Context: an optimization exercise on an open-source flow, tuned for small area. The choices shown serve that exercise and are no tape-out recipe. Where RTL was checked, it was by simulation tests only, not by an equivalence proof against the original. Power and IR drop assume default switching activity.

// register_file
module register_file #(
  parameter int unsigned WORD_WIDTH = 32,
  parameter int unsigned SEL_WIDTH  = 5,
  parameter int unsigned NUM_REGS   = 32
) (
  input  logic                  clock,
  input  logic                  reset,
  input  logic                  left_read_enable,
  input  logic [SEL_WIDTH-1:0]  left_read_number,
  output logic [WORD_WIDTH-1:0] left_read_bus,
  input  logic                  right_read_enable,
  input  logic [SEL_WIDTH-1:0]  right_read_number,
  output logic [WORD_WIDTH-1:0] right_read_bus,
  input  logic                  write_enable,
  input  logic [SEL_WIDTH-1:0]  write_number,
  input  logic [WORD_WIDTH-1:0] write_bus
);
  logic [WORD_WIDTH-1:0] regs [NUM_REGS];
  logic [NUM_REGS-1:0]   valid;
  logic [NUM_REGS-1:0]   write_sel;
  logic [NUM_REGS-1:0]   write_hold;
  always_comb begin
    for (int i = 0; i < int'(NUM_REGS); i++) begin
      write_sel[i]  = write_enable && (write_number == SEL_WIDTH'(i));
      write_hold[i] = !(write_enable && (write_number == SEL_WIDTH'(i)));
    end
  end
  always_ff @(posedge clock or negedge reset) begin
    if (!reset) begin
      valid <= '0;
    end else begin
      valid <= valid | write_sel;
    end
  end
  logic [WORD_WIDTH-1:0] regs_next [NUM_REGS];
  for (genvar i = 0; i < int'(NUM_REGS); i++) begin : g_word
    for (genvar b = 0; b < int'(WORD_WIDTH); b++) begin : g_bit
      rf_hold u_hold (
        .sel(write_sel[i]), .wdata(write_bus[b]),
        .hold(write_hold[i]), .q(regs[i][b]),
        .d(regs_next[i][b])
      );
    end
  end
  always_ff @(posedge clock) begin
    for (int i = 0; i < int'(NUM_REGS); i++) begin
  ...
Size: ~3300 cells after synthesis, about 120 I/O pins.
clock: 8.0 ns
lec_check: 0
cap_margin: 20
core_margin: 2
core_utilization: 55
slew_margin: 20
synth_hierarchical: 1
standard.sh (not shown) runs the stock make flow with config.mk's settings and CLKGATE_MAP_FILE= SYNTH_SCRIPT=/design/flow/synth_recipe.tcl, a recipe that flattens the netlist after the stock synthesis.
==> flow/flow/run.sh <==
#!/bin/bash
# Standard layout with two changes: ports buffered with buf_2 and a clock
# tree of small buffers without dummy loads.
export BUFFER_PORTS_ARGS="-buffer_cell sky130_fd_sc_hd__buf_2"
export CTS_ARGS="-sink_clustering_enable -repair_clock_nets -dont_use_dummy_load -buf_list sky130_fd_sc_hd__clkbuf_8 -sink_clustering_size 24 -sink_clustering_max_diameter 40"
bash standard.sh > standard.log 2>&1
Edit:
==> flow/flow/run.sh (replaced) <==
#!/bin/bash
# Standard layout with two changes: ports buffered with buf_2 and a clock
# tree of small buffers without dummy loads.
export BUFFER_PORTS_ARGS="-buffer_cell sky130_fd_sc_hd__buf_2"
export CTS_ARGS="-sink_clustering_enable -repair_clock_nets -dont_use_dummy_load -buf_list sky130_fd_sc_hd__clkbuf_4 -sink_clustering_size 10 -sink_clustering_max_diameter 40"
bash standard.sh > standard.log 2>&1
The changed run went through all stages and came out clean.
Hold slack loses 0.078 ns.
Die area does not change.
Final cell count is about the same.
Sequential share of layout area increases by 0.96 points.
Routed wire length stays flat.
Count of clock-buffer cells in the layout increases by 3.
Core utilization decreases by 1.3 points.
Power decreases by 7.2%.
No run of this note included a check of the RTL's function; only the layout flow was run.


Another version of the RTL of register_file (not shown whole).
Size: roughly 3300 cells after synthesis, roughly 1100 flip-flops, roughly 0.040 sq mm of cells after synthesis.
==> flow/config.mk <==
export PLATFORM = sky130hd
export DESIGN_NAME = register_file
export DESIGN_NICKNAME = register_file
export VERILOG_FILES = /design/flow/design.v
export SDC_FILE = /design/flow/constraint.sdc
export NUM_CORES = 4
export LEC_CHECK = 0
export CAP_MARGIN = 20
export CORE_MARGIN = 2
export CORE_UTILIZATION = 55
export SLEW_MARGIN = 20
export SYNTH_HIERARCHICAL = 1
==> flow/constraint.sdc <==
create_clock -name core_clock -period 8.0 [get_ports {clock}]
set_input_delay 1.6000 -clock core_clock [delete_from_list [all_inputs] [get_ports {clock}]]
set_output_delay 1.6000 -clock core_clock [all_outputs]
set_load 0.01 [all_outputs]
==> flow/flow/run.sh <==
#!/bin/bash
# Standard layout with three changes: ports buffered with buf_2, a clock
# tree of small buffers without dummy loads, and power recovery (downsizing
# of gates with positive slack) after global routing.
export BUFFER_PORTS_ARGS="-buffer_cell sky130_fd_sc_hd__buf_2"
export CTS_ARGS="-sink_clustering_enable -repair_clock_nets -dont_use_dummy_load -buf_list sky130_fd_sc_hd__clkbuf_4 -sink_clustering_size 10 -sink_clustering_max_diameter 35"
export RECOVER_POWER=100
bash standard.sh > standard.log 2>&1
The starting point finished with capacitance limit, slew limit left.
Edit:
==> flow/flow/run.sh (replaced) <==
#!/bin/bash
# Standard layout with three changes: ports buffered with buf_1, the decoder
# gates that drive whole rows upsized after floorplanning (flow/upsize.tcl),
# and a clock tree of small buffers without dummy loads.
export BUFFER_PORTS_ARGS="-buffer_cell sky130_fd_sc_hd__buf_1"
export POST_FLOORPLAN_TCL="$PWD/flow/upsize.tcl"
export CTS_ARGS="-sink_clustering_enable -repair_clock_nets -dont_use_dummy_load -buf_list sky130_fd_sc_hd__clkbuf_4 -sink_clustering_size 8 -sink_clustering_max_diameter 40"
bash standard.sh > standard.log 2>&1
==> flow/flow/upsize.tcl (new file) <==
# Upsize the decoder gates that drive a whole row of the register file
# (the select lines, 32 or more loads each), so that the placement's
# timing-driven repair need not split those nets with buffers.
set row_driver_sizes {
  sky130_fd_sc_hd__and3_1 sky130_fd_sc_hd__and3_2
  sky130_fd_sc_hd__and2_1 sky130_fd_sc_hd__and2_2
  sky130_fd_sc_hd__inv_1  sky130_fd_sc_hd__inv_2
}
set upsized 0
foreach inst [get_cells *] {
  set master [get_property $inst ref_name]
  if { ![dict exists $row_driver_sizes $master] } {
    continue
  }
  set loads 0
  foreach pin [get_pins -of_objects $inst -filter "direction == output"] {
    set net [get_nets -of_objects $pin]
    incr loads [llength [get_pins -of_objects $net -filter "direction == input"]]
  }
  if { $loads >= 16 } {
    replace_cell [get_full_name $inst] [dict get $row_driver_sizes $master]
    incr upsized
  }
}
puts "upsize.tcl: upsized $upsized row drivers"
- GPL_TIMING_DRIVEN: default -> 0
- Now the flow finished but fails on setup timing
- core utilization fell by 0.85 points
- non-clock buffer count went down by 118
- worst hold slack got worse by 0.013 ns
- worst setup slack is worse by 0.41 ns
Edit:
==> flow/flow/run.sh (replaced) <==
#!/bin/bash
# Standard layout with three changes: ports buffered with buf_2, the
# decoder gates that drive whole rows upsized after floorplanning
# (flow/upsize.tcl), and a clock tree of small buffers without dummy loads.
export BUFFER_PORTS_ARGS="-buffer_cell sky130_fd_sc_hd__buf_2"
export POST_FLOORPLAN_TCL="$PWD/flow/upsize.tcl"
export CTS_ARGS="-sink_clustering_enable -repair_clock_nets -dont_use_dummy_load -buf_list sky130_fd_sc_hd__clkbuf_4 -sink_clustering_size 8 -sink_clustering_max_diameter 40"
bash standard.sh > standard.log 2>&1
What happened:
- The changed run completed without violations
- utilization hardly moves
- total power is about the same
- routed wire length goes down by 1.1%
- via count stays flat

==> port drivers added, routing unchanged <==
Ports are ideal in the flow. The routed layouts listed here were re-timed in OpenROAD.
Step 1, drivers: a clkbuf_16 drives clock and a buf_2 each remaining input, both assumed.
Step 2 adds t to the input delays and takes it off the output delays; t is the mean of the earliest and latest rising clock arrival at the registers after step 1. Input paths then give back, and output paths get back, about the clock's delay inside the block.
Slacks: ideal / step 1 / step 2; pairs: ideal / step 1.
| run | shift t [ns] | setup WS [ns] | worst register clock-pin slew, ns | worst slew at a driven data input, ns |
|---|---|---|---|---|
| the first run of note 1 | 0.852 | 1.156 / 1.131 / 1.131 | 0.09 / 0.09 | 0.06 |
| the second run of note 1 | 1.074 | 1.142 / 1.117 / 1.117 | 0.11 / 0.11 | 0.06 |
| the first run of note 2 | 1.101 | 0.251 / 0.228 / 0.228 | 0.12 / 0.12 | 0.12 |
| the second run of note 2 | 1.084 | -0.159 / -0.183 / -0.183 | 0.10 / 0.10 | 0.13 |
| the third run of note 2 | 1.105 | 0.122 / 0.095 / 0.095 | 0.10 / 0.10 | 0.13 |
For the third run of note 2, which loses most, drivers alone change the setup slack by -0.027 ns; drivers and shift together by -0.027 ns.
